This is an optimization exercise on Yosys and OpenROAD, whose aim is small area, a short achievable clock period and few clock cycles per item, not a production implementation.
Function was checked by simulation only, so behaviour that the tests miss may differ from the original.

## juniper
==> flow/design.v <==
module gcd_multilane #(
    parameter int width_p = 32,
    parameter int els_p   = 4
) (
    input  logic                       clk_i,
    input  logic                       reset_i,
    input  logic [2*width_p-1:0]       data_i,
    input  logic                       v_i,
    output logic                       ready_o,
    output logic [width_p-1:0]         data_o,
    output logic                       v_o,
    input  logic                       yumi_i,
    output logic [$clog2(els_p+1)-1:0] count_o
);
    localparam int sh_w   = $clog2(width_p);
    localparam int max_sh = 7;
    function automatic logic [sh_w:0] ctz(input logic [width_p-1:0] x);
        logic [width_p-1:0]           v;
        logic [width_p-1:0][sh_w-1:0] c;
        for (int i = 0; i < width_p; i++) begin
            v[i] = x[i];
            c[i] = '0;
        end
        for (int l = 0; l < sh_w; l++) begin
            for (int i = 0; i < (width_p >> (l + 1)); i++) begin
                c[i] = v[2*i] ? c[2*i] : (c[2*i+1] | sh_w'(1 << l));
                v[i] = v[2*i] | v[2*i+1];
            end
        end
        ctz = {!v[0], c[0]};
    endfunction
    logic                busy_q;
    logic                first_q;    
    logic                fin_q;      
    logic [width_p-1:0]  a_q, b_q;
    logic [sh_w-1:0]     k_q;        
    logic                accept, retire, eq, found, k_zero, shift_a;
    assign eq      = (a_q == b_q);
    assign found   = eq && (a_q[0] || (a_q == '0));
    assign k_zero  = (k_q == '0);
    assign shift_a = !k_zero && fin_q;
    assign ready_o = !reset_i && !busy_q;
    assign v_o     = busy_q && k_zero && fin_q;
    assign data_o  = a_q;
    assign count_o = {{($clog2(els_p+1)-1){1'b0}}, busy_q};
    assign accept  = v_i && ready_o;
    assign retire  = yumi_i && v_o;
    logic [width_p-1:0]  g, p, gg, pp, g2, p2;
    logic [width_p-1:0]  diff, below, flip, a_step, b_step;
    logic [width_p+max_sh-1:0] ext;
    logic                neg, z_ab, over;
    logic [sh_w-1:0]     k_new;
    logic [max_sh:0]     x_lo;
    logic [2:0]          sh;
    always_comb begin
        g  = a_q & ~b_q;
        p  = ~(a_q ^ b_q);
        gg = g;
        pp = p;
        gg[0] = g[0] | p[0];      
        for (int l = 1; l < width_p; l = l * 2) begin
            g2 = gg;
            p2 = pp;
            for (int i = 0; i < width_p; i++) begin
                if ((i / l) % 2 == 1) begin
                    g2[i] = gg[i] | (pp[i] & gg[(i / l) * l - 1]);
                    p2[i] = pp[i] & pp[(i / l) * l - 1];
                end
            end
            gg = g2;
            pp = p2;
        end
        diff[0]  = ~p[0];
        below[0] = 1'b0;
        for (int i = 1; i < width_p; i++) begin
            diff[i]  = p[i] ^ gg[i-1];
            below[i] = ~pp[i-1];
        end
        neg  = ~gg[width_p-1];
        x_lo   = ~p[max_sh:0];
        sh     = 3'(ctz({{(width_p-max_sh-1){1'b0}}, x_lo}));
        over   = (x_lo == '0);
        for (int i = 0; i < width_p; i++) begin
            flip[i] = (i != 0) && (!over || (i + max_sh >= width_p) ||
                                   below[(i + max_sh) % width_p]);
        end
        ext    = {{max_sh{neg}}, diff} >> sh;
        b_step = ext[width_p-1:0] ^ ({width_p{neg}} & flip);
        if (!a_q[0])         a_step = b_q;
        else if (!b_q[0])    a_step = a_q;
        else if (neg)        a_step = a_q;
        else                 a_step = b_q;
        {z_ab, k_new} = ctz(a_q | b_q);
    end
    always_ff @(posedge clk_i) begin
        if (reset_i) begin
            busy_q <= 1'b0;
        end else if (accept) begin
            busy_q <= 1'b1;
        end else if (retire) begin
            busy_q <= 1'b0;
        end
    end
    always_ff @(posedge clk_i) begin
        if (accept) begin
            a_q     <= data_i[width_p-1:0];
            b_q     <= data_i[2*width_p-1:width_p];
            first_q <= 1'b1;
            fin_q   <= 1'b0;
            k_q     <= '0;
        end else begin
            if (shift_a) begin
                a_q <= a_q << 1;
            end else if (!fin_q) begin
                a_q <= a_step;
            end
            b_q     <= b_step;
            first_q <= 1'b0;
            fin_q   <= fin_q || found;
            if (first_q && !found) begin
                k_q <= z_ab ? '0 : k_new;
            end else if (shift_a) begin
                k_q <= k_q - 1'b1;
            end
        end
    end
endmodule
Settings: LEC_CHECK=0, CAP_MARGIN=20, CORE_MARGIN=2, CORE_UTILIZATION=50, CTS_BUF_LIST=sky130_fd_sc_hd__clkbuf_4 sky130_fd_sc_hd__clkbuf_8, SETUP_SLACK_MARGIN=4.0, SLEW_MARGIN=20; clock period 8.0 ns.
standard.sh (not shown) runs the stock make flow with config.mk's settings and CLKGATE_MAP_FILE= SYNTH_SCRIPT=/design/flow/synth_recipe.tcl, a recipe that flattens the netlist after the stock synthesis.
==> flow/flow/run.sh <==
#!/bin/bash
# The standard layout, with each port buffered by sky130_fd_sc_hd__buf_1
# instead of the delay-buffer cell buffer_ports picks by default.
set -euo pipefail
export BUFFER_PORTS_ARGS="-buffer_cell sky130_fd_sc_hd__buf_1"
bash standard.sh finish > flow_make.log 2>&1
juniper went all the way through synthesis, placement and routing and the layout is clean on timing, DRC and antenna.
Testbench counts of juniper, summed over its fixed seeds: cycles 40,892, items 1,920.
Edits applied to the flow inputs when going from juniper to willow:
- CORE_UTILIZATION changed from 50 to 60
- ABC_CLOCK_PERIOD_IN_PS newly set to 4000
## What came out
Between willow and juniper, the critical path required time does not differ in any meaningful way.
willow packs its core tighter than juniper.
[willow vs juniper] first-iteration detailed-routing DRC count: lower in willow
Register-to-register slack for willow is lower than for juniper.
Compared to juniper, willow shows a narrower setup margin.
willow vs juniper on maximum net fanout on the critical path: willow is the higher one.
juniper → willow: layout cell share with drive strength beyond 1 flat; hold slack up 0.013 ns.
willow vs juniper, count of non-CTS buffers in the layout went up by 3.
willow vs. juniper: die area went down by 16%.
| routed wire length | higher: juniper |
Edits applied to the flow inputs when going from willow to raven:
- an added GPL_TIMING_DRIVEN of 0
- a change of CORE_UTILIZATION from 60 to 62
- a deleted ABC_CLOCK_PERIOD_IN_PS that had been 4000
--- outcome ---
- raven against willow: routed wire length climbed about 20%, worst setup slack dropped 0.16 ns, signal arrival time at the worst endpoint climbed 0.18 ns, routed via count divided by cell count climbed 0.40, hold slack climbed 0.0091 ns.
- Diff willow and raven: clock distribution area overhead in the final layout lower in raven
- In the tables for willow and raven, buffer share of cell area reads higher with raven.
- Comparing number of global-route vias before repair for willow and raven, the bigger number came from raven.
- Multi-input gate share of total cell area for raven: 2.1 points down relative to willow
Here is what was changed in the inputs of xenon compared with raven.
- PLACE_DENSITY now 0.8, previously not set
- GPL_TIMING_DRIVEN no longer set, was 0
Looking at transition time at the pin with the least slew margin, xenon sits 0.017 ns higher than raven does.
xenon ends up with a path depth of the worst reg2reg path that is 4 lower than in raven.
Final core area utilization, xenon and raven: higher on raven
Comparing xenon and raven, final period utilization is higher on raven.
Changes observed in xenon relative to raven: routed length per instance fell 14%.
Relative to raven, setup slack has gone up in xenon.
In terms of clock skew, raven and xenon differ only marginally.
| clock buffer and inverter area fraction after layout | xenon vs raven | 0.40 points higher |
xenon vs raven: relative slew slack down
Inputs modified between xenon and yarrow:
- swapping 62 for 40 in CORE_UTILIZATION
- clearing PLACE_DENSITY, which used to be 0.8
- [yarrow vs xenon] final worst-path cycle share: lower in yarrow
- Looking at post-cts sizing count across yarrow and xenon, the one that comes out higher is yarrow.
- sky130_fd_sc_hd__or4_1 as the slowest library cell on the worst path was reported by xenon, and sky130_fd_sc_hd__o41a_4 by yarrow.
- In yarrow the sequential portion of the cell area turned out 0.29 points lower than in xenon.
- Taking xenon as the reference, in yarrow number of placed instances with taps included now larger, hold slack decreased 0.0084 ns, global-route usage has decreased, minimum setup slack in the final design went up 0.058 ns.

what the ideal ports hide:
How much do the figures lean on ideal ports? The routed layouts below were timed once more, with nothing changed but the port constraints.
Step 1 assumes that a clkbuf_16 drives the clock port and a buf_2 every other input.
Step 2 moves the port delays by t, midway between the first and last clock arrival at a register: inputs arrive t later, outputs are due t later. That takes back most of the time a late clock gives input paths.
a / b / c = no drivers / after step 1 / after step 2; a / b = the first two.
run	t (ns)	setup slack, ns	hold slack, ns	latest minus earliest clock arrival (ns)	slew at the worst register clock pin (ns)
juniper	0.428	4.086 / 4.086 / 3.855	0.504 / 0.504 / 0.504	0.015 / 0.015	0.10 / 0.10
willow	0.424	4.065 / 4.065 / 3.999	0.517 / 0.517 / 0.517	0.020 / 0.020	0.09 / 0.09
raven	0.427	3.904 / 3.904 / 3.904	0.526 / 0.526 / 0.526	0.020 / 0.020	0.10 / 0.10
xenon	0.440	4.039 / 4.039 / 3.926	0.527 / 0.527 / 0.527	0.018 / 0.018	0.10 / 0.10
yarrow	0.424	4.097 / 4.097 / 3.894	0.519 / 0.519 / 0.519	0.010 / 0.010	0.09 / 0.09
After both steps setup and hold are still met in every run listed. The setup slack of juniper, which loses most, moves by 0.000 ns with the drivers and by -0.231 ns with both steps.
